This is an optimization exercise on Yosys and OpenROAD, whose aim is small area, a short achievable clock period and few clock cycles, not a production implementation.
At most, simulation tests tie the RTL to the original design; equivalence was not proved.
Function not checked in runs 1 to 4: the RTL went through the layout flow alone.
No activity file was given, so power comes from the tool's default toggle rates.

`flow/standard.sh`:
```
#!/bin/bash
# synth_recipe.tcl (not shown) runs the flow's synth.tcl, then flattens the netlist and writes it again
# the make line also repeats each setting of config.mk as NAME=value (left out here)
make -C /OpenROAD-flow-scripts/flow DESIGN_CONFIG=/design/flow/config.mk WORK_HOME=/design/flow/orfs CLKGATE_MAP_FILE= SYNTH_SCRIPT=/design/flow/synth_recipe.tcl "${@:-finish}"
```
`flow/flow/run.sh`:
```
#!/bin/bash
# Standard synthesis and layout; ports are buffered with buf_2 cells and the
# layout's timing repair aims for extra setup slack (the clock period and
# constraints are unchanged).
set -euo pipefail
bash standard.sh synth > synth.log 2>&1
bash standard.sh "BUFFER_PORTS_ARGS=-buffer_cell sky130_fd_sc_hd__buf_2" SETUP_SLACK_MARGIN=9.5 finish > layout.log 2>&1
```
`flow/constraint.sdc`:
```
create_clock -name core_clock -period 13.0 [get_ports {clk}]
set_input_delay 2.6000 -clock core_clock [delete_from_list [all_inputs] [get_ports {clk}]]
set_output_delay 2.6000 -clock core_clock [all_outputs]
set_load 0.01 [all_outputs]
```
`flow/design.v`:
```
module rc_frame_drive_command (
    input  logic        clk,
    input  logic        rst_n,
    input  logic        rx_valid,
    output logic        rx_ready,
    input  logic [7:0]  rx_byte,
    input  logic        rx_buffer_end,
    input  logic        rx_quick_stop_enabled,
    output logic        cmd_valid,
    input  logic        cmd_ready,
    output logic        cmd_frame_valid,
    output logic signed [9:0] cmd_linear_velocity,
    output logic signed [9:0] cmd_angular_velocity,
    output logic        cmd_manual_mode,
    output logic        cmd_startup_set,
    output logic [2:0]  cmd_startup_value,
    output logic [1:0]  cmd_stop_code,
    input  logic        cfg_we,
    input  logic [7:0]  cfg_wdata
);
    localparam logic [1:0] C4_DOWN = 2'd1;
    localparam logic [1:0] C4_UP   = 2'd2;
    localparam logic [1:0] C4_MID  = 2'd3;
    localparam logic [1:0] S11_MID  = 2'd0;
    localparam logic [1:0] S11_UP   = 2'd1;
    localparam logic [1:0] S11_DOWN = 2'd2;
    logic [4:0] cnt;             
    logic       ok;              
    logic       rdy_n;           
    logic       cp, cp_qs;       
    logic       cp2;             
    logic       cv;
    logic       sel_s;           
    logic       op_init, op_corr, op_any;  
    logic [10:0] wt, ws;         
    logic [8:0]  rem;
    logic        f_ge, f_le;     
    logic [1:0]  c4p;
    logic        sw9p;
    logic [1:0]  s11p;
    logic [7:0]  thr;
    logic [8:0]  ht, hs;         
    logic [1:0]  c4h;
    logic        sw9h;
    logic        sset_n;         
    logic [2:0]  sval_x;         
    logic [9:0]  lin, ang;
    logic        fv_o;
    logic [1:0]  stop_o;
    logic fire, fire_end, c1;
    assign fire     = rx_valid & ~rdy_n;
    assign fire_end = fire & rx_buffer_end;
    assign c1       = cp & ~cp2 & ~cv;
    logic cp_n, cp2_n, cv_n;
    always_comb begin
        cp_n  = fire_end | (cp & ~c1);
        cp2_n = c1;
        cv_n  = cp2 | (cv & ~cmd_ready);
    end
    always_ff @(posedge clk or negedge rst_n) begin
        if (!rst_n) begin
            cnt <= '0;
            cp  <= 1'b0;
            cp2 <= 1'b0;
            cv  <= 1'b0;
            rdy_n <= 1'b0;
        end else begin
            if (fire)
                cnt <= rx_buffer_end ? 5'd0 : (cnt == 5'd25) ? cnt : cnt + 5'd1;
            cp  <= cp_n;
            cp2 <= cp2_n;
            cv  <= cv_n;
            rdy_n <= cp_n & (cp2_n | cv_n);
        end
    end
    always_ff @(posedge clk) begin
        if (fire) begin
            if (rx_buffer_end && cnt < 5'd24)
                ok <= 1'b0;
            else if (cnt == 5'd0)
                ok <= (rx_byte == 8'h0f);
            else if (cnt == 5'd24)
                ok <= ok & (rx_byte == 8'h00);
            sel_s   <= cnt >= 5'd13;
            op_init <= !rx_buffer_end && (cnt == 5'd3 || cnt == 5'd13);
            op_corr <= !rx_buffer_end && (cnt == 5'd12 || cnt == 5'd22);
            op_any  <= !rx_buffer_end && cnt >= 5'd3 && cnt <= 5'd22;
        end
        if (fire_end)
            cp_qs <= rx_quick_stop_enabled;
    end
    always_ff @(posedge clk) begin
        if (fire) begin
            case (cnt)
                5'd6: begin    
                    f_ge <= rx_byte[7:4] >= 4'd14;
                    f_le <= rx_byte[7:4] <= 4'd2;
                end
                5'd13: begin   
                    f_ge <= rx_byte[7:3] >= 5'd30;
                    f_le <= rx_byte[7:3] <= 5'd18;
                end
                5'd16: begin   
                    f_ge <= rx_byte[7:1] >= 7'd30;
                    f_le <= rx_byte[7:1] <= 7'd50;
                end
                default: ;
            endcase
            if (cnt == 5'd7) begin    
                if (rx_byte[6:0] > 7'd105 || (rx_byte[6:0] == 7'd105 && f_ge))
                    c4p <= C4_UP;
                else if (rx_byte[6:0] < 7'd19 || (rx_byte[6:0] == 7'd19 && f_le))
                    c4p <= C4_DOWN;
                else
                    c4p <= C4_MID;
            end
            if (cnt == 5'd14)         
                sw9p <= rx_byte[5:0] < 6'd9 || (rx_byte[5:0] == 6'd9 && f_le);
            if (cnt == 5'd17) begin   
                if (rx_byte[3:0] > 4'd13 || (rx_byte[3:0] == 4'd13 && f_ge))
                    s11p <= S11_DOWN;
                else if (rx_byte[3:0] < 4'd2 || (rx_byte[3:0] == 4'd2 && f_le))
                    s11p <= S11_UP;
                else
                    s11p <= S11_MID;
            end
        end
    end
    logic        d_init, d_step, d_corr, d_op;
    logic [10:0] wsrc, wnew;
    logic [11:0] x;
    logic        xneg;
    logic [10:0] w;
    logic [8:0]  xin, xinc, yinc;
    logic [8:0]  th1, th2, k0, k1, k2, kk;
    logic        ge1, ge2, sgn, neg_corr;
    logic [8:0]  rem_n;
    always_comb begin
        d_init = op_init;
        d_corr = op_corr;
        d_op   = op_any;
        d_step = op_any & ~op_init & ~op_corr;
        wsrc   = sel_s ? ws : wt;
        sgn    = wsrc[8];        
        x    = {1'b0, wsrc} - (sel_s ? 12'd938 : 12'd1001);
        xneg = x[11];
        w    = x[10:0] ^ {11{xneg}};
        case ({d_corr, sel_s, d_corr ? sgn : wsrc[10]})
            3'b000, 3'b010: begin th1 = 9'd174; th2 = 9'd347; k0 = 9'd0;  k1 = 9'(-347); k2 = 9'(-694); end
            3'b001, 3'b011: begin th1 = 9'd149; th2 = 9'd322; k0 = 9'd50; k1 = 9'(-297); k2 = 9'(-644); end
            3'b100:         begin th1 = 9'd174; th2 = 9'd347; k0 = 9'd0;  k1 = 9'd0;      k2 = 9'd0;      end
            3'b101:         begin th1 = 9'd124; th2 = 9'd297; k0 = 9'd0;  k1 = 9'd0;      k2 = 9'd0;      end
            3'b110:         begin th1 = 9'd147; th2 = 9'd320; k0 = 9'd0;  k1 = 9'd0;      k2 = 9'd0;      end
            default:        begin th1 = 9'd151; th2 = 9'd324; k0 = 9'd0;  k1 = 9'd0;      k2 = 9'd0;      end
        endcase
        ge1 = rem >= th1;
        ge2 = rem >= th2;
        kk  = ge2 ? k2 : ge1 ? k1 : k0;
        rem_n = {rem[7:0], 1'b0} + kk;
        neg_corr = d_corr & sgn;
        xin  = {wsrc[8] & ~d_corr, wsrc[7:0]} ^ {9{neg_corr}};
        xinc = xin + 9'd1;
        yinc = (ge2 ^ neg_corr) ? xinc : xin;
        if (d_init)
            wnew = {w[7:0], 2'b00, ~xneg};
        else
            wnew = {wsrc[9], yinc, ge1 & ~ge2 & ~d_corr};
    end
    always_ff @(posedge clk) begin
        if (fire) begin
            if (cnt == 5'd2)
                wt[4:0] <= rx_byte[7:3];
            if (cnt == 5'd3)
                wt[10:5] <= rx_byte[5:0];
            if (cnt == 5'd5)
                ws[6:0] <= rx_byte[7:1];
            if (cnt == 5'd6)
                ws[10:7] <= rx_byte[3:0];
            if (d_op) begin
                if (sel_s)
                    ws <= wnew;
                else
                    wt <= wnew;
            end
            if (d_init) begin
                rem <= 9'(w[10:8] * 6'd50);
            end else if (d_step)
                rem <= rem_n;
        end
    end
    logic [1:0] c4_new;
    logic [8:0] thrm;
    logic [7:0] at, as;
    logic       get, ges;
    always_comb begin
        c4_new = ok ? c4p : c4h;
        thrm = {1'b0, thr} - 9'd1;
        at   = ht[7:0] ^ {8{ht[8]}};
        as   = hs[7:0] ^ {8{hs[8]}};
        get  = ($signed({2'b00, at}) + $signed({~thrm[8], ~thrm}) + $signed({9'd0, ht[8]})) >= 0;
        ges  = ($signed({2'b00, as}) + $signed({~thrm[8], ~thrm}) + $signed({9'd0, hs[8]})) >= 0;
    end
    always_ff @(posedge clk or negedge rst_n) begin
        if (!rst_n) begin
            thr  <= 8'd10;
            ht   <= '0;
            hs   <= '0;
            c4h  <= C4_MID;
            sw9h <= 1'b0;
            sset_n <= 1'b0;
            sval_x <= 3'd0;
            lin  <= '0;
            ang  <= '0;
        end else begin
            if (cfg_we)
                thr <= cfg_wdata;
            if (c1 && ok) begin
                ht   <= wt[9:1];
                hs   <= ws[9:1];
                c4h  <= c4p;
                sw9h <= sw9p;
                case (s11p)
                    S11_MID:  begin sset_n <= 1'b0; sval_x <= 3'd0; end   
                    S11_DOWN: begin sset_n <= 1'b0; sval_x <= 3'd3; end   
                    default: begin
                        sset_n <= sval_x[2];
                        sval_x <= {1'b1, 1'b0, sval_x[2]};
                    end
                endcase
            end
            if (cp2 && sw9h) begin
                lin <= get ? {ht[8], ht} + {ht, 1'b0} : '0;
                ang <= ges ? {hs, 1'b0} : '0;
            end
        end
    end
    always_ff @(posedge clk) begin
        if (c1) begin
            fv_o   <= ok;
            stop_o <= cp_qs ? c4_new : 2'd0;
        end
    end
    assign rx_ready             = ~rdy_n;
    assign cmd_valid            = cv;
    assign cmd_frame_valid      = fv_o;
    assign cmd_linear_velocity  = lin;
    assign cmd_angular_velocity = ang;
    assign cmd_manual_mode      = sw9h;
    assign cmd_startup_set      = ~sset_n;
    assign cmd_startup_value    = {~sval_x[2], sval_x[1], ~sval_x[0]};
    assign cmd_stop_code        = stop_o;
endmodule
```
`flow/config.mk`:
```
export PLATFORM = sky130hd
export DESIGN_NAME = rc_frame_drive_command
export DESIGN_NICKNAME = rc_frame_drive_command
export VERILOG_FILES = /design/flow/design.v
export SDC_FILE = /design/flow/constraint.sdc
export NUM_CORES = 4
export LEC_CHECK = 0
export ABC_AREA = 1
export CAP_MARGIN = 20
export CORE_MARGIN = 2
export CORE_UTILIZATION = 40
export SLEW_MARGIN = 20
```
==> impl_metrics.yaml, run 1 <==
placement:
  post-place-cells: 1264
  place_congestion: 0.931
  portBuffers: 51
  hpwl_um: 14700
floorplan:
  core_um2: 18800
  die_area_um2: 20300
  ios: 53
  die_w_um: 143
  start_util_pct: 40.9
  fp.dieH_um: 143
  rows: 50
critical_path:
  reg2reg_from: "sel_s"
  cp.arrival_ps: 3770
  crit_path_max_fanout: 4
  start_kind: "register"
  reg2reg_slack_ps: 9300
  end_kind: "register"
  r2r.worst_path.cells: 24
  critPathRequiredTime_ps: 13070
  r2r_end: "rem[8]"
  crit_type: "register to register"
min_path:
  hold_depth: 2
  hold_start: "sw9p"
  hold_path_end: "sw9h"
  hold_path_class: "register to register"
global_routing:
  grt_busiest_layer: "met2"
  met3_usage_pct: 3.67
  grt_max_degree: 62
  gr-total-overflow: 0
  grtUsageMet2_pct: 32.7
  use_met1_pct: 26.2
  grt_pass1_vias: 6349
  grt_use_total_pct: 19.7
  grt_pass1_wl_um: 31800
  grt_antenna_before_repair: 0
drt:
  wirelength_um: 19900
  vias: 6857
  vias_per_cell: 5.16
  drt_iter0_drc: 429
  ant_nets: 0
  drt_first_pass_iters: 5
  route.detailed.drc: 0
  wl_per_cell_um: 15.0
timing:
  slew_headroom_pct: 28.8
  fin_crit_sh_pct: 28.5
  fmax_ghz: 0.270
  tightestPinTransition_ps: 1060
  report.final.setup_viol: 0
  slew_viol_final: 0
  min_period_ps: 3700
  rsz0062_at_grt: "true"
  finalHoldViolations: 0
  whs_ps: 461
  setup_tns_ps: 0
  skew_ps: 16.3
yosys:
  ys_seq_elements: 108
  async_reset_ff_share_pct: 56.5
  synth.most_common_cell: "nand2_1"
  yosys-top-cells-count: "284 x nand2_1, 127 x inv_1, 82 x o21ai_0, 66 x nand3_1, 58 x nor2_1"
  syn-mean-instance-area_um2: 7.64
  synth_top_area_share_pct: 18.6
  synth_cell_types: 48
  synth_flop_cell: "dfrtp_1"
  yosysWarnings: 1
  netlist_area_um2: 7670
  synth_edf_count: 47
  yosysTopAreaCell: "dfrtp_1"
  syn_inst: 1004
  seq_area_frac_synth_pct: 38.3
  synth_fp_nets: 1084
  synth_area_leaders: "dfrtp_1 19%, edfxtp_1 18%, nand2_1 14%"
clock_tree:
  clock_tree.root_cell: "clkbuf_16"
  cts.clk_slew.worst_paths_ps: 70
  clk_path_buf_depth: 2
  cts_htree_levels: 3
  clock_latency_ps: 360
  cts.sinks: 108
  cts_tree: "yes"
  cts_inserted_buffers: 9
layout:
  final_core_util_pct: 48.3
  final_nets: 1169
  fillerInstances: 1861
  multi_input_area_um2: 4380
  layout.area.seq_um2: 2940
  antennaDiodeCount: 0
  drive_gt1_share_pct: 20.3
  synthToLayoutAreaGrowth_pct: 18.2
  instances_no_fill: 1328
flow_run:
  drv_cap: 0
power_and_ir_drop:
  p_per_area_nw_per_um2: 232
  max-vdd-ir-drop_v: 0.0000760
  total_power_mw: 2.10
  p_leak_nw: 4.43
status:
  status: "timing/DRC/antenna clean"
[placed cells by master, fill, tap and decap left out, drive strengths merged, types with 3 or more instances in the layout]
cell,count
inv,135
clkbuf,11
xor2,33
nand3,73
a21oi,40
nand3b,5
nand2,302
clkinvlp,3
edfxtp,47
ha,55
dfstp,4
nor2,65
o211ai,18
nand4,6
buf,99
nor4,3
nor3,14
xnor2,4
dfrtp,57
a31oi,3
o21ai,94
[cell families after synthesis]
family / share of synthesized area (%)
other: 0.0489
adder cells (fa/ha/maj): 9.49
multiplexers: 0.147
AO/OA/AOI/OAI: 12.7
AND/OR/NAND/NOR: 26.8
flip-flops: 38.3
buffers and inverters: 8.27
XOR/XNOR: 4.22
[area by class of cell]
cell class | instances | share of cell area [%]
multi-input cells | 737 | 48.3
flip-flops and latches | 108 | 32.5
repair buffers | 99 | 7.15
inverters | 133 | 5.63
well taps | 234 | 3.23
clock buffers | 11 | 2.68
clock inverters | 5 | 0.469
repair inverters | 1 | 0.0828
[sequential cells by signal, indices dropped and copies added (netlist names), 8 cells and up]
signal / count
ang: 9
hs: 9
ht: 9
lin: 10
rem: 9
thr: 8
ws: 11
wt: 11
[worst max-delay path by stage]
stage / from / to
floorplan: rx_valid / cnt[2]
global placement: sel_s / rem[7]
detailed placement: sel_s / rem[7]
CTS: sel_s / rem[7]
global route: sel_s / rem[7]
finish: sel_s / rem[8]
[stage by stage]
step	cell area (um^2)	worst slack, ps
after CTS	8820	9360
after global placement	8150	8680
final	9070	9300
after detailed placement	8150	8550
after global routing	9070	9100
after floorplan	7730	9360
[layer usage]
metal / share of wire (%) / wire length (um) / vias up
met1: 45 / 8950 / 3181
met2: 48 / 9510 / 167
met4: 2.1 / 416 / 0
li1: - / - / 3473
met5: 0 / 0 / -
met3: 5.0 / 999 / 36
[worst max-delay path, stage by stage (launching register included)]
cell	delay (ps)
edfxtp_1	500
buf_6	180
nand2_4	50
o21ai_4	70
nor2_2	140
inv_2	80
nand2_2	80
inv_2	60
buf_6	120
ha_4	260
nand2_2	60
nor2_4	120
nand2_2	60
o2111ai_2	200
nand2_2	130
buf_6	140
nand2_2	50
o21ai_2	60
ha_1	330
buf_4	150
a21oi_2	150
o21ai_2	70
a21oi_2	110
xor2_1	180
o21ai_1	80
[power by group]
part / switching [mW] / internal (mW) / leakage [nW] / total, mW
Combinational: 0.732 / 0.492 / 3.07 / 1.22
Clock: 0.131 / 0.138 / 0.139 / 0.269
Sequential: 0.107 / 0.502 / 1.22 / 0.610
Total: 0.970 / 1.13 / 4.43 / 2.10
[repair_timing]
| item | CTS | global route |
|---|---|---|
| setup buffers | 25 | 22 |
| gates resized for setup | 48 | 23 |
| pin swaps | 20 | 14 |
| endpoints found under the setup margin | 48 | 42 |
| gates cloned | 1 | 0 |
| hold buffers | 0 | 0 |
==> inputs of run 2 (changes only) <==
--- a/flow/flow/run.sh
+++ b/flow/flow/run.sh
@@ -5,3 +5,3 @@
 set -euo pipefail
 bash standard.sh synth > synth.log 2>&1
-bash standard.sh "BUFFER_PORTS_ARGS=-buffer_cell sky130_fd_sc_hd__buf_2" SETUP_SLACK_MARGIN=9.5 finish > layout.log 2>&1
+bash standard.sh "BUFFER_PORTS_ARGS=-buffer_cell sky130_fd_sc_hd__buf_2" SETUP_SLACK_MARGIN=9.3 finish > layout.log 2>&1
==> run 2 against run 1 <==
  * Clock skew down 6.1 ps
  * Clock power increased by 7%
  * Core utilization down 1.5 points
  * Critical path type unchanged
  * Highest routed layer unchanged
==> impl_metrics.yaml, run 2 <==
clock_tree:
  cts_inserted_buffers: 9
  clock_tree.root_cell: "clkbuf_16"
  cts_htree_levels: 3
  clk_path_buf_depth: 2
  clock_latency_ps: 360
  cts.clk_slew.worst_paths_ps: 80
  cts_tree: "yes"
  cts.sinks: 108
yosys:
  synth_flop_cell: "dfrtp_1"
  synth_edf_count: 47
  synth_area_leaders: "dfrtp_1 19%, edfxtp_1 18%, nand2_1 14%"
  syn_inst: 1004
  yosys-top-cells-count: "284 x nand2_1, 127 x inv_1, 82 x o21ai_0, 66 x nand3_1, 58 x nor2_1"
  synth_top_area_share_pct: 18.6
  async_reset_ff_share_pct: 56.5
  seq_area_frac_synth_pct: 38.3
  synth_fp_nets: 1084
  yosysTopAreaCell: "dfrtp_1"
  yosysWarnings: 1
  synth.most_common_cell: "nand2_1"
  netlist_area_um2: 7670
  syn-mean-instance-area_um2: 7.64
  ys_seq_elements: 108
  synth_cell_types: 48
global_routing:
  grt_antenna_before_repair: 0
  gr-total-overflow: 0
  grt_use_total_pct: 19.0
  grt_pass1_vias: 6293
  grt_pass1_wl_um: 30800
  grt_max_degree: 62
critical_path:
  crit_type: "register to register"
  crit_slowest_cell: "edfxtp_1"
  cp.arrival_ps: 3750
  critPathRequiredTime_ps: 13100
  critPathMostFrequentCell: "nor2_1"
  end_kind: "register"
  start_kind: "register"
  slowest_delay_ps: 460
  crit_path_max_fanout: 5
layout:
  reg_top3: "ws: 11 flops, wt: 11 flops, lin: 10 flops"
  drive_gt1_share_pct: 16.4
  antennaDiodeCount: 0
  synthToLayoutAreaGrowth_pct: 14.4
  stdcell_area_um2: 8780
  final_nets: 1143
  layout_commonest_cell: "nand2_1"
  layout_common_cells: "275 x nand2_1, 121 x inv_1, 76 x o21ai_0, 66 x nand3_1, 57 x dfrtp_1"
floorplan:
  fp.dieH_um: 143
  core_um2: 18800
  die_w_um: 143
  rows: 50
  start_util_pct: 40.9
  ios: 53
  die_area_um2: 20300
timing:
  setup_tns_ps: 0
  rsz0062_at_grt: "true"
  report.final.setup_viol: 0
  fin_ws_ps: 9350
  fin_crit_sh_pct: 28.1
  fmax_ghz: 0.274
  finalHoldViolations: 0
  slew_headroom_pct: 31.2
  skew_ps: 10.2
  slew_viol_final: 0
  min_period_ps: 3650
  whs_ps: 465
  tightestPinTransition_ps: 1030
placement:
  place_congestion: 0.902
  portBuffers: 51
  pre_cts_ws_ps: 8840
  place_area_um2: 8130
  hpwl_um: 14400
drt:
  drt_iter0_drc: 444
  route.detailed.drc: 0
  wirelength_um: 19500
  ant_nets: 0
  wl_per_cell_um: 15.0
  vias: 6749
  vias_per_cell: 5.18
  drt_first_pass_iters: 6
status:
  status: "timing/DRC/antenna clean"
min_path:
  hold_path_class: "register to register"
power_and_ir_drop:
  p_leak_nw: 4.30
  max-vdd-ir-drop_v: 0.0000800
  p_per_area_nw_per_um2: 229
flow_run:
  drv_cap: 0
[run 2: repair_timing]
item	in CTS	in global routing
endpoints found under the setup margin	8	5
hold buffers	0	0
cloned	1	2
resized for setup	13	32
setup buffers	3	14
pin swaps	2	16
[run 2: final timing paths]
check | endpoint | slack [ps] | cells after the start | startpoint
setup / recovery | rem[7] | 9350 | 27 | sel_s
setup reg to reg | rem[7] | 9350 | 27 | sel_s
max in group asynchronous | ang[4] | 10080 | 2 | rst_n
min in group asynchronous | lin[6] | 2390 | 2 | rst_n
hold reg to reg | c4h[0] | 470 | 2 | c4h[0]
hold / removal | c4h[0] | 470 | 2 | c4h[0]
[run 2: layer usage]
layer | wire length [um] | vias to the layer above | global-route usage [%]
met1 | 9050 | 3116 | 25.9
met3 | 982 | 22 | 3.40
met2 | 9130 | 181 | 31.4
li1 | - | 3430 | -
met4 | 320 | 0 | 4.95
met5 | 0 | - | 0
[run 2: cell families after synthesis]
group	after synthesis	share of synthesized area [%]
mux	1	0.147
simple gates	472	26.8
compound gates	169	12.7
other cells	1	0.0489
fa+ha+maj	57	9.49
xor+xnor	37	4.22
buf+inv	159	8.27
flops	108	38.3
[run 2: where the power goes]
part	switching (mW)	leakage (nW)	internal (mW)	total, mW
Clock	0.134	0.149	0.153	0.287
Combinational	0.699	2.93	0.423	1.12
Sequential	0.100	1.22	0.502	0.602
[run 2: layout make-up]
type | instances | area [um^2]
Fill cell | 1858 | 9990
Multi-Input combinational cell | 737 | 4260
Sequential cell | 108 | 2940
Inverter | 133 | 510
Timing Repair Buffer | 73 | 468
Tap cell | 234 | 293
Clock buffer | 9 | 225
Clock inverter | 7 | 82.6
Timing Repair inverter | 1 | 5.00
[run 2: through the flow]
stage | power (mW) | std cells | util [%]
2_1_floorplan | 1.39 | 1004 | -
3_3_place_gp | 1.63 | 1266 | 43.3
3_5_place_dp | 1.64 | 1266 | 43.3
4_1_cts | 1.95 | 1286 | 45.4
5_1_grt | 2.21 | 1302 | 46.8
6_report | 2.01 | 1302 | 46.8
[run 2: worst max-delay path, delay by kind of cell, from the launching register on]
family | cells | cell delay, ps
xor gates and xnor gates | 1 | 160
AOI/OAI and AO/OA | 6 | 590
DFF | 1 | 460
buffers and inverters | 5 | 450
and+or+nand+nor | 13 | 1100
adders and majority gates | 2 | 650
==> inputs of run 3 (changes only) <==
--- a/flow/design.v
+++ b/flow/design.v
@@ -129,11 +129,10 @@
     logic        d_init, d_step, d_corr, d_op;
     logic [10:0] wsrc, wnew;
-    logic [11:0] x;
-    logic        xneg;
-    logic [10:0] w;
-    logic [8:0]  xin, xinc, yinc;
+    logic        neg;
     logic [8:0]  th1, th2, k0, k1, k2, kk;
-    logic        ge1, ge2, sgn, neg_corr;
-    logic [8:0]  rem_n;
+    logic [8:0]  xin, kq, base, binc, yinc;
+    logic [7:0]  aconst;
+    logic        ge1, ge2, ci;
+    logic [8:0]  rem_n, rem_i;
     always_comb begin
         d_init = op_init;
@@ -142,15 +141,11 @@
         d_step = op_any & ~op_init & ~op_corr;
         wsrc   = sel_s ? ws : wt;
-        sgn    = wsrc[8];        
-        x    = {1'b0, wsrc} - (sel_s ? 12'd938 : 12'd1001);
-        xneg = x[11];
-        w    = x[10:0] ^ {11{xneg}};
-        case ({d_corr, sel_s, d_corr ? sgn : wsrc[10]})
-            3'b000, 3'b010: begin th1 = 9'd174; th2 = 9'd347; k0 = 9'd0;  k1 = 9'(-347); k2 = 9'(-694); end
-            3'b001, 3'b011: begin th1 = 9'd149; th2 = 9'd322; k0 = 9'd50; k1 = 9'(-297); k2 = 9'(-644); end
-            3'b100:         begin th1 = 9'd174; th2 = 9'd347; k0 = 9'd0;  k1 = 9'd0;      k2 = 9'd0;      end
-            3'b101:         begin th1 = 9'd124; th2 = 9'd297; k0 = 9'd0;  k1 = 9'd0;      k2 = 9'd0;      end
-            3'b110:         begin th1 = 9'd147; th2 = 9'd320; k0 = 9'd0;  k1 = 9'd0;      k2 = 9'd0;      end
-            default:        begin th1 = 9'd151; th2 = 9'd324; k0 = 9'd0;  k1 = 9'd0;      k2 = 9'd0;      end
+        neg   = sel_s ? (wsrc >= 11'd938) : (wsrc >= 11'd1001);
+        rem_i = (wsrc[10:8] == 3'd7) ? 9'd3 : 9'(wsrc[10:8] * 6'd50);
+        case ({d_corr, wsrc[10]})
+            2'b00:   begin th1 = 9'd174; th2 = 9'd347; k0 = 9'd0;  k1 = 9'(-347); k2 = 9'(-694); end
+            2'b01:   begin th1 = 9'd149; th2 = 9'd322; k0 = 9'd50; k1 = 9'(-297); k2 = 9'(-644); end
+            2'b10:   begin th1 = 9'd0;   th2 = 9'd33;  k0 = 9'd0;  k1 = 9'd0;      k2 = 9'd0;      end
+            default: begin th1 = 9'd0;   th2 = 9'd32;  k0 = 9'd0;  k1 = 9'd0;      k2 = 9'd0;      end
         endcase
         ge1 = rem >= th1;
@@ -158,10 +153,13 @@
         kk  = ge2 ? k2 : ge1 ? k1 : k0;
         rem_n = {rem[7:0], 1'b0} + kk;
-        neg_corr = d_corr & sgn;
-        xin  = {wsrc[8] & ~d_corr, wsrc[7:0]} ^ {9{neg_corr}};
-        xinc = xin + 9'd1;
-        yinc = (ge2 ^ neg_corr) ? xinc : xin;
+        aconst = (sel_s ? 8'd135 : 8'd144) + {7'd0, wsrc[10]};
+        xin  = wsrc[8:0] ^ {9{d_corr}};
+        kq   = d_corr ? {1'b0, aconst} : 9'd0;
+        ci   = ge2 ^ d_corr;
+        base = xin + kq;
+        binc = base + 9'd1;
+        yinc = ci ? binc : base;
         if (d_init)
-            wnew = {w[7:0], 2'b00, ~xneg};
+            wnew = {wsrc[7:0], neg, 1'b0, (wsrc[10:8] == 3'd7)};
         else
             wnew = {wsrc[9], yinc, ge1 & ~ge2 & ~d_corr};
@@ -184,5 +182,5 @@
             end
             if (d_init) begin
-                rem <= 9'(w[10:8] * 6'd50);
+                rem <= rem_i;
             end else if (d_step)
                 rem <= rem_n;
--- a/flow/flow/run.sh
+++ b/flow/flow/run.sh
@@ -5,3 +5,3 @@
 set -euo pipefail
 bash standard.sh synth > synth.log 2>&1
-bash standard.sh "BUFFER_PORTS_ARGS=-buffer_cell sky130_fd_sc_hd__buf_2" SETUP_SLACK_MARGIN=9.3 finish > layout.log 2>&1
+bash standard.sh "BUFFER_PORTS_ARGS=-buffer_cell sky130_fd_sc_hd__buf_2" SETUP_SLACK_MARGIN=9.5 finish > layout.log 2>&1
==> run 3 against run 2 <==
  * Critical path depth is 4 lower
  * Sequential cell count did not move
  * Register-to-register slack better by 100 ps
  * Non-clock buffer count increased by 27
  * Largest power group unchanged
==> impl_metrics.yaml, run 3 <==
status:
  status: "timing/DRC/antenna clean"
global_routing:
  gr-total-overflow: 0
  grt_max_degree: 62
  grt_antenna_before_repair: 0
  grt_use_total_pct: 19.6
  grt_pass1_vias: 6225
  grt_pass1_wl_um: 31200
clock_tree:
  clock_latency_ps: 360
  cts_hold_buf: 0
  cts.clk_slew.worst_paths_ps: 70
  cts_htree_levels: 3
  cts.sinks: 108
  cts_inserted_buffers: 9
  clk_path_buf_depth: 2
  clock_tree.root_cell: "clkbuf_16"
  cts_tree: "yes"
floorplan:
  start_util_pct: 40.7
  rows: 50
  ios: 53
  die_w_um: 142
  core_um2: 18600
  fp.dieH_um: 142
  die_area_um2: 20100
yosys:
  synth_mux_area_share_pct: 0.281
  synth_top_family_by_area: "simple AND/OR/NAND/NOR gates"
  synth_top_area_share_pct: 18.8
  syn-mean-instance-area_um2: 7.85
  synth_fa_ha_area_share_pct: 11.2
  synth_fp_nets: 1054
  yosysTopAreaCell: "dfrtp_1"
  synth_edf_count: 47
  netlist_area_um2: 7580
  synth-xor-area-share_pct: 4.62
  synth_flop_cell: "dfrtp_1"
  synth_cell_types: 54
  synth_area_leaders: "dfrtp_1 19%, edfxtp_1 19%, nand2_1 12%"
  yosys-top-cells-count: "243 x nand2_1, 132 x inv_1, 83 x o21ai_0, 65 x nor2_1, 63 x ha_1"
  async_reset_ff_share_pct: 56.5
  synth_compound_area_share_pct: 13.6
  syn_inst: 965
  ys_seq_elements: 108
  synth.most_common_cell: "nand2_1"
  yosysWarnings: 1
  yosys.area_share.simple_pct: 23.0
  seq_area_frac_synth_pct: 38.8
drt:
  vias_per_cell: 5.16
  vias: 6685
  route.detailed.drc: 0
  wl_per_cell_um: 15.1
  drt_first_pass_iters: 5
  wirelength_um: 19600
  ant_nets: 0
  drt_iter0_drc: 463
placement:
  portBuffers: 51
  hpwl_um: 14300
  place_congestion: 0.884
power_and_ir_drop:
  seqPwrFrac_pct: 28.4
  p_int_mw: 1.19
  max-vdd-ir-drop_v: 0.0000768
  power.share.combinational_pct: 57.9
  total_power_mw: 2.13
  p_leak_nw: 4.41
  p_per_area_nw_per_um2: 233
  swShare_pct: 44.5
  p_sw_mw: 0.949
  power_frac_clock_pct: 13.7
critical_path:
  r2r.worst_path.cells: 23
  crit_type: "register to register"
  crit_path_max_fanout: 5
  critPathBufInv: 7
  start_kind: "register"
  path_cells: "buf_12 -> buf_8 -> o21ai_4 -> nand2_4 -> buf_6 -> buf_6 -> ha_4 -> a21oi_2 -> o21ai_2 -> nand2_1 -> nand2_1 -> nand2_1 -> nand2_2 -> buf_4 -> buf_6 -> buf_6 -> a31oi_4 -> ha_4 -> a21oi_2 -> o21ai_1 -> a21oi_1 -> xnor2_1 -> o21ai_1"
  critPathRequiredTime_ps: 13100
  cp.arrival_ps: 3650
  critPathMostFrequentCell: "buf_6"
  crit_family: "compound AO/OA/AOI/OAI gates"
  end_kind: "register"
  slowest_delay_ps: 440
  crit_slowest_cell: "edfxtp_1"
  crit_cells: 23
timing:
  skew_ps: 11.7
  tightestPinTransition_ps: 789
  finalHoldViolations: 0
  rsz0062_at_grt: "true"
  fmax_ghz: 0.282
  setup_tns_ps: 0
  slew_headroom_pct: 47.3
  fin_crit_sh_pct: 27.3
  report.final.setup_viol: 0
  slew_viol_final: 0
  min_period_ps: 3550
layout:
  synthToLayoutAreaGrowth_pct: 21.0
  layout.area.seq_um2: 2940
  drive_gt1_share_pct: 20.1
  layout_commonest_cell: "nand2_1"
  fillerInstances: 1817
  layout_common_cells: "231 x nand2_1, 124 x inv_1, 72 x o21ai_0, 60 x nor2_1, 57 x dfrtp_1"
  multi_input_area_um2: 4360
  reg_top3: "ws: 11 flops, wt: 11 flops, lin: 10 flops"
  antennaDiodeCount: 0
  final_nets: 1145
flow_run:
  drv_cap: 0
min_path:
  hold_depth: 2
  hold_path_class: "register to register"
==> run 3: changes by cell type after synthesis, sizes merged, moves of 3 or more <==
cell and change:
nand2 -53, nand3 -12, ha +8, o211ai -6
a211oi +5, a21oi +4, clkbuf -4, inv +3
nand4 +3, o22ai +3
==> run 3: final cells by class <==
class,instances,share of cell area [%]
clock buffer,10,2.73
clock inverter,6,0.736
inverter,138,5.74
multi-input combinational,698,47.6
sequential,108,32.1
tap,234,3.19
timing repair buffer,100,7.87
timing repair inverter,1,0.0818
==> run 3: cell families after synthesis <==
kind of cell             after synthesis
multiplexers                           2
adder cells (fa/ha/maj)               66
XOR/XNOR                              40
flip-flops                           108
buffers and inverters                159
AND/OR/NAND/NOR                      411
other                                  1
AO/OA/AOI/OAI                        178
==> run 3: final timing paths <==
path                             from  endpoint  slack (ps)
worst max-delay path            sel_s    rem[8]        9450
worst min-delay path             sw9p      sw9h         460
worst min register to register   sw9p      sw9h         460
min in group asynchronous       rst_n    ang[8]        2400
max in group asynchronous       rst_n    cnt[4]       10090
worst max register to register  sel_s    rem[8]        9450
==> run 3: repair_timing <==
item / 4_1_cts / 5_1_grt
buffers inserted: 18 / 26
hold endpoints to repair: 0 / 0
pin swaps: 12 / 36
endpoints found under the setup margin: 33 / 59
cloned: 2 / 0
gates resized for setup: 35 / 63
==> run 3: through the flow <==
step           worst slack, ps  cell area (um^2)  util [%]  hold WS, ps  cells
6_report                  9450              9170      49.2          461   1295
5_1_grt                   9230              9170      49.2          486   1295
4_1_cts                   9450              8690      46.6          464   1269
3_5_place_dp              8980              8060      43.2          447   1233
3_3_place_gp              8990              8060      43.2          443   1233
2_1_floorplan             9470              7610         -          426    965
==> run 3: power groups by stage <==
stage          combinational [mW]  clock [mW]  sequential (mW)
3_5_place_dp                 1.00           0            0.608
3_3_place_gp                0.990           0            0.607
5_1_grt                      1.40       0.314            0.621
6_report                     1.24       0.293            0.606
4_1_cts                      1.08       0.300            0.601
2_1_floorplan               0.770           0            0.581
==> run 3: layer usage <==
layer,share of wire [%],up-vias,global-route usage [%]
li1,-,3390,-
met2,47,202,32.8
met3,5.8,30,3.98
met1,46,3063,26.2
met4,1.9,0,4.42
met5,0,-,0
==> run 3: worst min-delay path: stages, from the launching register on <==
cell and delay, ps:
edfxtp_1 330, nand2_1 50, nand2_1 50
==> inputs of run 4 (changes only) <==
--- a/flow/flow/run.sh
+++ b/flow/flow/run.sh
@@ -5,3 +5,3 @@
 set -euo pipefail
 bash standard.sh synth > synth.log 2>&1
-bash standard.sh "BUFFER_PORTS_ARGS=-buffer_cell sky130_fd_sc_hd__buf_2" SETUP_SLACK_MARGIN=9.5 finish > layout.log 2>&1
+bash standard.sh "BUFFER_PORTS_ARGS=-buffer_cell sky130_fd_sc_hd__buf_2" SETUP_SLACK_MARGIN=9.3 finish > layout.log 2>&1
==> run 4 against run 3 <==
  * Still clean
  * Register-to-register slack gained 20 ps
  * Setup slack lost 85 ps
  * Sequential cell count stayed put
  * Core utilization decreased by 3.0 points
  * Sequential power fell by 0.8%
  * Synthesized cell count unchanged
  * Critical path depth fell by 20
  * Critical path type is now primary input to register
  * Largest cell class unchanged
==> impl_metrics.yaml, run 4 <==
min_path:
  hold_path_class: "register to register"
floorplan:
  die_w_um: 142
  die_area_um2: 20100
  start_util_pct: 40.7
  ios: 53
  rows: 50
  fp.dieH_um: 142
  core_um2: 18600
clock_tree:
  clock_tree.root_cell: "clkbuf_16"
  clk_path_buf_depth: 2
  cts_inserted_buffers: 9
  cts.sinks: 108
  cts_tree: "yes"
  cts.clk_slew.worst_paths_ps: 80
  cts_htree_levels: 3
  clock_latency_ps: 350
  cts_hold_buf: 0
placement:
  portBuffers: 51
  hpwl_um: 14200
  post-place-cells: 1233
  place_congestion: 0.914
yosys:
  seq_area_frac_synth_pct: 38.8
  yosysTopAreaCell: "dfrtp_1"
  netlist_area_um2: 7580
  yosysWarnings: 1
  ys_seq_elements: 108
  synth_area_leaders: "dfrtp_1 19%, edfxtp_1 19%, nand2_1 12%"
  synth_cell_types: 54
  async_reset_ff_share_pct: 56.5
  synth_fp_nets: 1054
  synth.most_common_cell: "nand2_1"
  syn-mean-instance-area_um2: 7.85
  synth_flop_cell: "dfrtp_1"
  syn_inst: 965
  synth_top_area_share_pct: 18.8
  synth_edf_count: 47
  yosys-top-cells-count: "243 x nand2_1, 132 x inv_1, 83 x o21ai_0, 65 x nor2_1, 63 x ha_1"
global_routing:
  grt_pass1_vias: 6058
  grt_pass1_wl_um: 30900
  gr-total-overflow: 0
  grt_max_degree: 62
  grt_use_total_pct: 19.2
  grt_antenna_before_repair: 0
layout:
  antennaDiodeCount: 0
  layout_common_cells: "236 x nand2_1, 130 x inv_1, 76 x o21ai_0, 62 x nor2_1, 60 x ha_1"
  reg_top3: "ws: 11 flops, wt: 11 flops, lin: 10 flops"
  instances_no_fill: 1266
  layout_commonest_cell: "nand2_1"
  fillerInstances: 1920
  multi_input_area_um2: 4090
  synthToLayoutAreaGrowth_pct: 13.7
  drive_gt1_share_pct: 13.8
  layout.area.seq_um2: 2940
  final_nets: 1116
  final_core_util_pct: 46.2
drt:
  ant_nets: 0
  route.detailed.drc: 0
  vias: 6495
  drt_first_pass_iters: 5
  wirelength_um: 18700
  vias_per_cell: 5.13
  wl_per_cell_um: 14.8
  drt_iter0_drc: 475
power_and_ir_drop:
  p_per_area_nw_per_um2: 228
  max-vdd-ir-drop_v: 0.0000774
  p_leak_nw: 4.22
flow_run:
  drv_cap: 0
timing:
  rsz0062_at_grt: "true"
  skew_ps: 13.4
  fin_crit_sh_pct: 28.0
  whs_ps: 459
  setup_tns_ps: 0
  report.final.setup_viol: 0
  slew_headroom_pct: 46.5
  fmax_ghz: 0.275
  min_period_ps: 3640
  finalHoldViolations: 0
  tightestPinTransition_ps: 803
  slew_viol_final: 0
critical_path:
  cp.arrival_ps: 3540
  critPathRequiredTime_ps: 12900
  end_kind: "register"
  crit_path_max_fanout: 14
  start_kind: "primary input"
  crit_type: "primary input to register"
status:
  status: "timing/DRC/antenna clean"
==> run 4: cell counts after synthesis <==
No cell type changed its count.
==> run 4: routing by layer <==
metal  up-vias  GRT usage [%]  share of wire (%)
li1       3319              -                  -
met1      2970           27.2                 48
met2       186           30.8                 45
met3        20           2.63                5.3
met4         0           5.37                1.6
met5         -              0                  0
==> run 4: worst max-delay path, stage by stage <==
cell,delay [ps]
buf_2,100
nand2_2,210
clkinvlp_2,620
==> run 4: final cells by class <==
class / instances / area share [%]
clock buffer: 11 / 2.95
timing repair inverter: 1 / 0.0581
inverter: 138 / 6.11
clock inverter: 5 / 0.755
multi-input combinational: 698 / 47.4
tap: 234 / 3.40
timing repair buffer: 71 / 5.14
sequential: 108 / 34.1
==> run 4: worst paths after layout <==
kind | start | slack (ps) | endpoint | cells past startpoint
worst max-delay path | rx_valid | 9360 | ws[3] | 3
worst min-delay path | sw9p | 460 | sw9h | 2
worst max register to register | sel_s | 9470 | rem[6] | 24
worst min register to register | sw9p | 460 | sw9h | 2
max in group asynchronous | rst_n | 10050 | cnt[0] | 2
min in group asynchronous | rst_n | 2400 | ang[5] | 2
==> run 4: repair_timing <==
action                                 4_1_cts  5_1_grt
gates resized for setup                     14       25
pin swaps                                    0       10
endpoints found under the hold margin        0        0
setup buffers                                7        8
setup endpoints to repair                   19       29
gates cloned                                 1        1
==> run 4: where the power goes <==
group,switching [mW],leakage [nW],internal (mW)
clock network,0.129,0.149,0.163
logic,0.651,2.84,0.418
registers,0.102,1.22,0.499
==> run 4: kinds of logic after synthesis <==
logic type | after synthesis | share of synthesized area, %
adders and majority gates | 66 | 11.2
other | 1 | 0.0495
buffers and inverters | 159 | 8.48
and+or+nand+nor | 411 | 23.0
xor gates and xnor gates | 40 | 4.62
AOI/OAI and AO/OA | 178 | 13.6
muxes | 2 | 0.281
DFF | 108 | 38.8
==> run 4: stage by stage <==
stage / worst slack, ps / cell area (um^2) / power (mW)
detailed placement: 8740 / 8040 / 1.61
floorplan: 9380 / 7590 / 1.35
finish: 9360 / 8620 / 1.96
global route: 9230 / 8620 / 2.16
global placement: 8920 / 8040 / 1.59
CTS: 9360 / 8480 / 1.93
==> inputs of run 5 (changes only) <==
--- a/flow/design.v
+++ b/flow/design.v
@@ -202,6 +202,4 @@
         if (!rst_n) begin
             thr  <= 8'd10;
-            ht   <= '0;
-            hs   <= '0;
             c4h  <= C4_MID;
             sw9h <= 1'b0;
@@ -214,6 +212,4 @@
                 thr <= cfg_wdata;
             if (c1 && ok) begin
-                ht   <= wt[9:1];
-                hs   <= ws[9:1];
                 c4h  <= c4p;
                 sw9h <= sw9p;
@@ -234,4 +230,10 @@
     end
     always_ff @(posedge clk) begin
+        if (c1 && ok) begin
+            ht <= wt[9:1];
+            hs <= ws[9:1];
+        end
+    end
+    always_ff @(posedge clk) begin
         if (c1) begin
             fv_o   <= ok;
==> run 5 against run 4 <==
  * Global-route usage decreased by 0.85 points
  * Hold slack got worse by 1.3 ps
  * Cell area decreased by 4.1%
  * Count of clock-buffer cells in the layout increased by 1
  * Clock power decreased by 11%
==> impl_metrics.yaml, run 5 <==
critical_path:
  critPathRequiredTime_ps: 12880
  reg2reg_from: "sel_s"
  cp.arrival_ps: 3600
  slowest_delay_ps: 670
  crit_slowest_cell: "clkinvlp_2"
  crit_path_max_fanout: 14
  crit_type: "primary input to register"
  start_kind: "primary input"
  r2r.worst_path.cells: 22
  r2r_end: "rem[7]"
  end_kind: "register"
  path_cells: "buf_2 -> nand2_2 -> clkinvlp_2"
  crit_family: "buffers and inverters"
  reg2reg_slack_ps: 9420
  critPathBufInv: 2
timing:
  tightestPinTransition_ps: 887
  finalHoldViolations: 0
  slew_viol_final: 0
  skew_ps: 12.8
  fmax_ghz: 0.269
  report.final.setup_viol: 0
  rsz0062_at_grt: "true"
  fin_crit_sh_pct: 28.6
  setup_tns_ps: 0
  slew_headroom_pct: 40.9
  min_period_ps: 3710
drt:
  wirelength_um: 17800
  vias_per_cell: 5.13
  drt_first_pass_iters: 5
  vias: 6115
  drt_iter0_drc: 382
  route.detailed.drc: 0
  wl_per_cell_um: 14.9
  ant_nets: 0
layout:
  final_nets: 1047
  reg_top3: "ws: 11 flops, wt: 11 flops, lin: 10 flops"
  layout_common_cells: "221 x nand2_1, 110 x inv_1, 71 x o21ai_0, 65 x edfxtp_1, 62 x ha_1"
  drive_gt1_share_pct: 12.7
  final_core_util_pct: 45.7
  antennaDiodeCount: 0
  synthToLayoutAreaGrowth_pct: 11.3
  fillerInstances: 1791
  instances_no_fill: 1192
  layout_commonest_cell: "nand2_1"
clock_tree:
  cts_inserted_buffers: 9
  clk_path_buf_depth: 2
  cts_hold_buf: 0
  clock_tree.root_cell: "clkbuf_16"
  cts.sinks: 108
  cts.clk_slew.worst_paths_ps: 70
  cts_tree: "yes"
  clock_latency_ps: 360
  cts_htree_levels: 3
power_and_ir_drop:
  power_frac_clock_pct: 15.1
  power.share.combinational_pct: 51.0
  p_leak_nw: 3.94
  p_sw_mw: 0.759
  max-vdd-ir-drop_v: 0.000132
  p_per_area_nw_per_um2: 208
  swShare_pct: 44.0
  seqPwrFrac_pct: 34.0
  p_int_mw: 0.965
min_path:
  hold_path_class: "register to register"
  hold_depth: 2
  hold_path_end: "sw9h"
  hold_start: "sw9p"
status:
  status: "timing/DRC/antenna clean"
global_routing:
  grt_pass1_wl_um: 29000
  met3_usage_pct: 3.28
  grt_antenna_before_repair: 0
  grtUsageMet2_pct: 30.7
  gr-total-overflow: 0
  grt_busiest_layer: "met2"
  grt_use_total_pct: 18.3
  use_met1_pct: 24.8
  grt_pass1_vias: 5869
  grt_max_degree: 44
yosys:
  syn_inst: 908
  async_reset_ff_share_pct: 39.8
  synth_top_area_share_pct: 26.3
  seq_area_frac_synth_pct: 40.8
  syn-mean-instance-area_um2: 8.18
  synth_cell_types: 54
  netlist_area_um2: 7430
  ys_seq_elements: 108
  yosysTopAreaCell: "edfxtp_1"
  synth_fp_nets: 997
  synth_area_leaders: "edfxtp_1 26%, dfrtp_1 13%, nand2_1 11%"
  synth_edf_count: 65
  yosys-top-cells-count: "223 x nand2_1, 112 x inv_1, 76 x o21ai_0, 65 x edfxtp_1, 63 x ha_1"
  yosysWarnings: 1
  synth.most_common_cell: "nand2_1"
  synth_flop_cell: "edfxtp_1"
floorplan:
  die_w_um: 140
  start_util_pct: 41.1
  rows: 49
  core_um2: 18100
  fp.dieH_um: 140
  die_area_um2: 19700
  ios: 53
placement:
  post-place-cells: 1170
  portBuffers: 51
  hpwl_um: 13700
  place_congestion: 0.901
flow_run:
  drv_cap: 0
run 5: worst max path at each step:
stage                     startpoint     end  slack [ps]  cells past startpoint
after global placement         sel_s  rem[7]        8720                     22
after CTS                   rx_valid    f_ge        9300                      5
final                       rx_valid   wt[0]        9290                      3
after detailed placement       sel_s  rem[7]        8600                     21
after floorplan             rx_valid    f_ge        9380                      4
after global routing           sel_s  rem[7]        9120                     22
run 5: layout make-up:
class                           instances  area, um^2  share of cell area (%)
Clock buffer                           12         246                    2.98
Inverter                              119         453                    5.48
Tap cell                              229         287                    3.47
Multi-Input combinational cell        660        3900                    47.2
Clock inverter                          4        26.3                   0.318
Sequential cell                       108        3030                    36.7
Timing Repair inverter                  1        5.00                  0.0605
Timing Repair Buffer                   59         319                    3.86
run 5: routing by layer:
metal  wire length [um]  vias to the layer above
met1               8330                     2832
met5                  0                        -
met2               8450                      137
li1                   -                     3126
met4                238                        0
met3                759                       20
run 5: repair_timing:
item | CTS | global route
pin swaps | 0 | 3
gates resized for setup | 4 | 18
gates cloned | 0 | 1
setup buffers | 2 | 3
endpoints found under the setup margin | 23 | 19
run 5: cell families after synthesis:
group,share of synthesized area (%)
AND/OR/NAND/NOR,22.8
AO/OA/AOI/OAI,12.0
buffers and inverters,7.53
flip-flops,40.8
adder cells (fa/ha/maj),11.4
XOR/XNOR,4.72
multiplexers,0.690
other,0.0505
run 5: power by group through the flow:
stage	Sequential (mW)	Clock [mW]	Combinational [mW]
after floorplan	0.573	0	0.633
after global placement	0.595	0	0.834
after detailed placement	0.595	0	0.845
after global routing	0.597	0.276	1.01
final	0.586	0.260	0.878
after CTS	0.584	0.266	0.859
run 5: per-stage QoR:
| stage | power [mW] | hold slack, ps | worst slack [ps] | area, um^2 |
|---|---|---|---|---|
| floorplan | 1.21 | 426 | 9380 | 7440 |
| global placement | 1.43 | 436 | 8720 | 7890 |
| detailed placement | 1.44 | 442 | 8600 | 7890 |
| CTS | 1.71 | 458 | 9300 | 8190 |
| global route | 1.88 | 481 | 9120 | 8270 |
| finish | 1.72 | 457 | 9290 | 8270 |
run 5: worst reg2reg max path: cells and delay by family, from the launching register on:
kind                     cells  cell delay (ps)
AO/OA/AOI/OAI                5              670
XOR/XNOR                     1              140
adder cells (fa/ha/maj)      3              910
buffers and inverters        3              390
flip-flops                   1              460
AND/OR/NAND/NOR             10              750
Testbench counts of run 5, summed over its fixed seeds: cycles 48,105.
==> inputs of run 6 (changes only) <==
--- a/flow/config.mk
+++ b/flow/config.mk
@@ -10,3 +10,4 @@
 export CORE_MARGIN = 2
 export CORE_UTILIZATION = 40
+export PLACE_DENSITY = 0.8
 export SLEW_MARGIN = 20
==> run 6 against run 5 <==
  * Sequential power barely moved
  * Power rose by 1.8%
  * Critical path depth did not move
  * Routed wire length barely moved
==> impl_metrics.yaml, run 6 <==
yosys:
  async_reset_ff_share_pct: 39.8
  synth_fp_nets: 997
  synth_cell_types: 54
  synth_flop_cell: "edfxtp_1"
  synth_area_leaders: "edfxtp_1 26%, dfrtp_1 13%, nand2_1 11%"
  seq_area_frac_synth_pct: 40.8
  synth-xor-area-share_pct: 4.72
  yosysTopAreaCell: "edfxtp_1"
  ys_seq_elements: 108
  synth_fa_ha_area_share_pct: 11.4
  netlist_area_um2: 7430
  synth_compound_area_share_pct: 12.0
  yosysWarnings: 1
  yosys-top-cells-count: "223 x nand2_1, 112 x inv_1, 76 x o21ai_0, 65 x edfxtp_1, 63 x ha_1"
  syn_inst: 908
  synth_top_family_by_area: "simple AND/OR/NAND/NOR gates"
  synth_mux_area_share_pct: 0.690
  synth.most_common_cell: "nand2_1"
  synth_edf_count: 65
  synth_top_area_share_pct: 26.3
  syn-mean-instance-area_um2: 8.18
  yosys.area_share.simple_pct: 22.8
critical_path:
  path_cells: "buf_2 -> nand2_2 -> clkinvlp_2"
  reg2reg_from: "sel_s"
  critPathBufInv: 2
  crit_family: "buffers and inverters"
  start_kind: "primary input"
  critPathRequiredTime_ps: 12890
  crit_cells: 3
  endpoint: "wt[7]"
  reg2reg_slack_ps: 9380
  startpoint: "rx_valid"
  crit_type: "primary input to register"
  r2r.worst_path.cells: 21
  crit_path_max_fanout: 14
  end_kind: "register"
  crit_slowest_cell: "clkinvlp_2"
  slowest_delay_ps: 650
  cp.arrival_ps: 3570
  r2r_end: "wt[8]"
timing:
  min_period_ps: 3680
  setup_tns_ps: 0
  rsz0062_at_grt: "true"
  slew_headroom_pct: 36.8
  skew_ps: 10.6
  slew_viol_final: 0
  finalHoldViolations: 0
  fin_crit_sh_pct: 28.3
  report.final.setup_viol: 0
  fmax_ghz: 0.272
  tightestPinTransition_ps: 949
  fin_ws_ps: 9320
global_routing:
  grt_pass1_vias: 5936
  gr-total-overflow: 0
  grt_max_degree: 44
  grt_use_total_pct: 17.8
  grt_antenna_before_repair: 0
  grt_pass1_wl_um: 28400
floorplan:
  die_area_um2: 19700
  core_um2: 18100
  rows: 49
  start_util_pct: 41.1
  ios: 53
  die_w_um: 140
  fp.dieH_um: 140
layout:
  reg_top3: "ws: 11 flops, wt: 11 flops, lin: 10 flops"
  antennaDiodeCount: 0
  fillerInstances: 1679
  synthToLayoutAreaGrowth_pct: 12.4
  final_nets: 1053
  layout_common_cells: "219 x nand2_1, 110 x inv_1, 72 x o21ai_0, 65 x edfxtp_1, 61 x nand3_1"
  layout_commonest_cell: "nand2_1"
  drive_gt1_share_pct: 13.7
power_and_ir_drop:
  seqPwrFrac_pct: 33.5
  p_int_mw: 0.976
  power_frac_clock_pct: 15.0
  p_per_area_nw_per_um2: 210
  p_sw_mw: 0.779
  max-vdd-ir-drop_v: 0.0000896
  swShare_pct: 44.4
  p_leak_nw: 3.98
  power.share.combinational_pct: 51.6
clock_tree:
  clock_tree.root_cell: "clkbuf_16"
  cts_htree_levels: 3
  cts_tree: "yes"
  cts_hold_buf: 0
  clock_latency_ps: 360
  clk_path_buf_depth: 2
  cts.sinks: 108
  cts_inserted_buffers: 9
  cts.clk_slew.worst_paths_ps: 70
placement:
  pre_cts_ws_ps: 8590
  place_congestion: 0.915
  portBuffers: 51
  hpwl_um: 13300
flow_run:
  drv_cap: 0
drt:
  wl_per_cell_um: 14.8
  vias_per_cell: 5.36
  ant_nets: 0
  wirelength_um: 17800
  drt_first_pass_iters: 6
  vias: 6416
  route.detailed.drc: 0
  drt_iter0_drc: 619
min_path:
  hold_path_class: "register to register"
status:
  status: "timing/DRC/antenna clean"
run 6: cell counts after synthesis:
No cell type changed its count.
run 6: layer usage:
metal	GRT usage (%)	part of all wire (%)	vias to the layer above
met5	0	0	-
met4	7.92	2.6	0
met3	2.91	6.1	38
met2	29.6	48	247
met1	22.8	44	2981
li1	-	-	3150
run 6: logic make-up after synthesis:
family                     after synthesis
and+or+nand+nor                        391
AOI/OAI and AO/OA                      157
buffers and inverters                  140
DFF                                    108
adders and majority gates               66
xor gates and xnor gates                40
muxes                                    5
other                                    1
run 6: how the worst min path moves through the flow:
| stage | depth (start not counted) | from | endpoint |
|---|---|---|---|
| detailed placement | 2 | sw9p | sw9h |
| global route | 2 | c4h[1] | c4h[1] |
| CTS | 2 | sw9p | sw9h |
| floorplan | 2 | sw9p | sw9h |
| finish | 2 | sw9p | sw9h |
| global placement | 2 | sw9p | sw9h |
run 6: worst register-to-register path: stages (launching register included):
cell	delay, ps
edfxtp_1	470
clkinv_4	90
or2_1	270
o21ai_0	160
ha_1	300
nor2_1	130
ha_1	200
inv_1	60
fa_1	430
nand3b_1	210
nand2_1	100
nand2_1	80
nand2_1	90
nand2_1	50
nand2_1	60
nand2_2	70
nor2_2	150
nand3_1	100
nand3_2	110
nand2_1	100
nand2_1	80
nand2_1	60
run 6: repair_timing:
| item | 4_1_cts | 5_1_grt |
|---|---|---|
| cloned | 0 | 1 |
| buffers inserted | 2 | 10 |
| endpoints found under the setup margin | 21 | 17 |
| gates resized for setup | 4 | 23 |
| pin swaps | 0 | 1 |
run 6: layout make-up:
type / instances / area (um^2) / share of cell area (%)
repair buffers: 65 / 375 / 4.49
clock inverters: 7 / 48.8 / 0.584
multi-input cells: 660 / 3930 / 47.0
inverters: 119 / 455 / 5.45
repair inverters: 1 / 5.00 / 0.0599
flip-flops and latches: 108 / 3030 / 36.3
clock buffers: 9 / 225 / 2.70
well taps: 229 / 287 / 3.43
run 6: power groups by stage:
stage / Clock (mW) / Sequential [mW] / Combinational, mW
2_1_floorplan: 0 / 0.573 / 0.633
3_3_place_gp: 0 / 0.591 / 0.812
3_5_place_dp: 0 / 0.593 / 0.845
4_1_cts: 0.266 / 0.582 / 0.859
5_1_grt: 0.277 / 0.597 / 1.02
6_report: 0.262 / 0.587 / 0.905
run 6: per-stage QoR:
stage / util (%) / instance area (um^2) / hold WS, ps / std cells / total power [mW]
2_1_floorplan: - / 7440 / 426 / 908 / 1.21
3_3_place_gp: 43.6 / 7880 / 442 / 1169 / 1.40
3_5_place_dp: 43.6 / 7880 / 447 / 1169 / 1.44
4_1_cts: 45.3 / 8180 / 466 / 1187 / 1.71
5_1_grt: 46.2 / 8350 / 488 / 1198 / 1.89
6_report: 46.2 / 8350 / 459 / 1198 / 1.75
==> inputs of run 7 (changes only) <==
--- a/flow/config.mk
+++ b/flow/config.mk
@@ -10,4 +10,4 @@
 export CORE_MARGIN = 2
 export CORE_UTILIZATION = 40
-export PLACE_DENSITY = 0.8
+export CTS_CLUSTER_SIZE = 30
 export SLEW_MARGIN = 20
==> run 7 against run 6 <==
  * Setup slack worse by 32 ps
  * Count of clock-buffer cells in the layout up 3
  * Hold slack lost 1.2 ps
  * Combinational power shrank 3.0%
  * Sequential power about the same
  * Via count decreased by 4.7%
  * Critical path depth unchanged
  * Maximum frequency down 0.87%
  * Die area is the same
  * Clock power barely moved
  * Largest cell class unchanged
==> impl_metrics.yaml, run 7 <==
status:
  status: "timing/DRC/antenna clean"
drt:
  route.detailed.drc: 0
  vias: 6115
  ant_nets: 0
  drt_iter0_drc: 382
  vias_per_cell: 5.13
  wirelength_um: 17800
  wl_per_cell_um: 14.9
  drt_first_pass_iters: 5
min_path:
  hold_start: "sw9p"
  hold_path_class: "register to register"
clock_tree:
  cts_inserted_buffers: 9
  clock_tree.root_cell: "clkbuf_16"
  clk_path_buf_depth: 2
  cts.clk_slew.worst_paths_ps: 70
  clock_latency_ps: 360
  cts.sinks: 108
  cts_htree_levels: 3
  cts_tree: "yes"
floorplan:
  start_util_pct: 41.1
  fp.dieH_um: 140
  core_um2: 18100
  rows: 49
  die_area_um2: 19700
  die_w_um: 140
  ios: 53
critical_path:
  crit_slowest_cell: "clkinvlp_2"
  start_kind: "primary input"
  crit_family: "buffers and inverters"
  cp.arrival_ps: 3600
  critPathRequiredTime_ps: 12880
  end_kind: "register"
  startpoint: "rx_valid"
  crit_type: "primary input to register"
  reg2reg_from: "sel_s"
  crit_path_max_fanout: 14
  slowest_delay_ps: 670
  path_cells: "buf_2 -> nand2_2 -> clkinvlp_2"
  reg2reg_slack_ps: 9420
  critPathBufInv: 2
timing:
  setup_tns_ps: 0
  skew_ps: 12.8
  fmax_ghz: 0.269
  rsz0062_at_grt: "true"
  fin_crit_sh_pct: 28.6
  report.final.setup_viol: 0
  slew_headroom_pct: 40.9
  slew_viol_final: 0
  min_period_ps: 3710
  tightestPinTransition_ps: 887
  finalHoldViolations: 0
  whs_ps: 457
yosys:
  syn-mean-instance-area_um2: 8.18
  yosys-top-cells-count: "223 x nand2_1, 112 x inv_1, 76 x o21ai_0, 65 x edfxtp_1, 63 x ha_1"
  async_reset_ff_share_pct: 39.8
  synth_top_area_share_pct: 26.3
  synth.most_common_cell: "nand2_1"
  ys_seq_elements: 108
  synth_flop_cell: "edfxtp_1"
  yosysTopAreaCell: "edfxtp_1"
  synth_edf_count: 65
  synth_cell_types: 54
  yosysWarnings: 1
  netlist_area_um2: 7430
  seq_area_frac_synth_pct: 40.8
  synth_fp_nets: 997
  syn_inst: 908
  synth_area_leaders: "edfxtp_1 26%, dfrtp_1 13%, nand2_1 11%"
layout:
  layout_common_cells: "221 x nand2_1, 110 x inv_1, 71 x o21ai_0, 65 x edfxtp_1, 62 x ha_1"
  layout_commonest_cell: "nand2_1"
  antennaDiodeCount: 0
  drive_gt1_share_pct: 12.7
  final_nets: 1047
  synthToLayoutAreaGrowth_pct: 11.3
  reg_top3: "ws: 11 flops, wt: 11 flops, lin: 10 flops"
power_and_ir_drop:
  power_frac_clock_pct: 15.1
  power.share.combinational_pct: 51.0
  p_sw_mw: 0.759
  total_power_mw: 1.72
  seqPwrFrac_pct: 34.0
  p_leak_nw: 3.94
  max-vdd-ir-drop_v: 0.000132
  swShare_pct: 44.0
  p_per_area_nw_per_um2: 208
  p_int_mw: 0.965
global_routing:
  gr-total-overflow: 0
  grt_max_degree: 44
  grt_pass1_wl_um: 29000
  grt_antenna_before_repair: 0
  grt_use_total_pct: 18.3
  grt_pass1_vias: 5869
placement:
  portBuffers: 51
  place_congestion: 0.901
  hpwl_um: 13700
flow_run:
  drv_cap: 0
==> run 7: worst paths after layout <==
kind | to | depth (start not counted)
hold reg to reg | sw9h | 2
min in group asynchronous | ang[3] | 2
setup reg to reg | rem[7] | 22
hold / removal | sw9h | 2
max in group asynchronous | c4h[0] | 2
setup / recovery | wt[0] | 3
==> run 7: logic make-up after synthesis <==
kind of cell / share of synthesized area (%)
AO/OA/AOI/OAI: 12.0
XOR/XNOR: 4.72
adder cells (fa/ha/maj): 11.4
buffers and inverters: 7.53
flip-flops: 40.8
multiplexers: 0.690
other: 0.0505
AND/OR/NAND/NOR: 22.8
==> run 7: worst register-to-register path: cells and delay by family, from the launching register on <==
family,cells,cell delay [ps]
XOR/XNOR,1,140
AND/OR/NAND/NOR,10,750
buffers and inverters,3,390
adder cells (fa/ha/maj),3,910
AO/OA/AOI/OAI,5,670
flip-flops,1,460
==> run 7: through the flow <==
stage / utilization [%] / cells / worst slack (ps) / cell area (um^2)
final: 45.7 / 1192 / 9290 / 8270
after global routing: 45.7 / 1192 / 9120 / 8270
after CTS: 45.3 / 1188 / 9300 / 8190
after detailed placement: 43.6 / 1170 / 8600 / 7890
after floorplan: - / 908 / 9380 / 7440
after global placement: 43.6 / 1170 / 8720 / 7890
==> run 7: layer usage <==
layer	vias to the layer above	GRT usage, %	wire [um]
met4	0	4.25	238
met3	20	3.28	759
li1	3126	-	-
met1	2832	24.8	8330
met2	137	30.7	8450
met5	-	0	0
==> run 7: final cells by class <==
| class | instances | area [um^2] |
|---|---|---|
| fill | 1791 | 9820 |
| multi-input combinational | 660 | 3900 |
| sequential | 108 | 3030 |
| inverter | 119 | 453 |
| timing repair buffer | 59 | 319 |
| tap | 229 | 287 |
| clock buffer | 12 | 246 |
| clock inverter | 4 | 26.3 |
| timing repair inverter | 1 | 5.00 |
==> run 7: what timing repair did <==
item | CTS | global route
pin swaps | 0 | 3
setup buffers | 2 | 3
setup endpoints to repair | 23 | 19
hold buffers | 0 | 0
gates cloned | 0 | 1
gates resized for setup | 4 | 18
==> run 7: power groups by stage <==
stage / combinational [mW] / sequential [mW] / clock (mW)
floorplan: 0.633 / 0.573 / 0
global placement: 0.834 / 0.595 / 0
detailed placement: 0.845 / 0.595 / 0
CTS: 0.859 / 0.584 / 0.266
global route: 1.01 / 0.597 / 0.276
finish: 0.878 / 0.586 / 0.260

## separate check: timing with driven ports
In the flow no input, the clock included, has a driving cell. The finished layouts below were timed again as built, in two steps.
Step 1 (the two cells are an assumption about what drives the block):
set clk [get_ports {clk}]
set_driving_cell -lib_cell sky130_fd_sc_hd__clkbuf_16 $clk
set_driving_cell -lib_cell sky130_fd_sc_hd__buf_2 [delete_from_list [all_inputs] $clk]
Step 2 adds t to the input delays and takes it off the output delays; t is the mean of the earliest and latest rising clock arrival at the registers after step 1. Input paths then give back, and output paths get back, about the clock's delay inside the block.
Three values: ideal, step 1, step 2; two values: the first two.
run | shift t [ns] | slack for setup (ns) | clock arrival spread, ns
run 1 | 0.391 | 9.301 / 9.301 / 9.215 | 0.016 / 0.016
run 2 | 0.398 | 9.347 / 9.319 / 9.032 | 0.011 / 0.010
run 3 | 0.398 | 9.448 / 9.441 / 9.202 | 0.012 / 0.013
run 4 | 0.390 | 9.362 / 9.388 / 8.998 | 0.014 / 0.013
run 5 | 0.395 | 9.288 / 9.307 / 8.912 | 0.012 / 0.013
run 6 | 0.398 | 9.321 / 9.341 / 8.943 | 0.012 / 0.013
run 7 | 0.395 | 9.288 / 9.307 / 8.912 | 0.012 / 0.013
After both steps setup and hold are still met in every run listed. The setup slack of run 6, which loses most, moves by +0.020 ns with the drivers and by -0.378 ns with both steps.
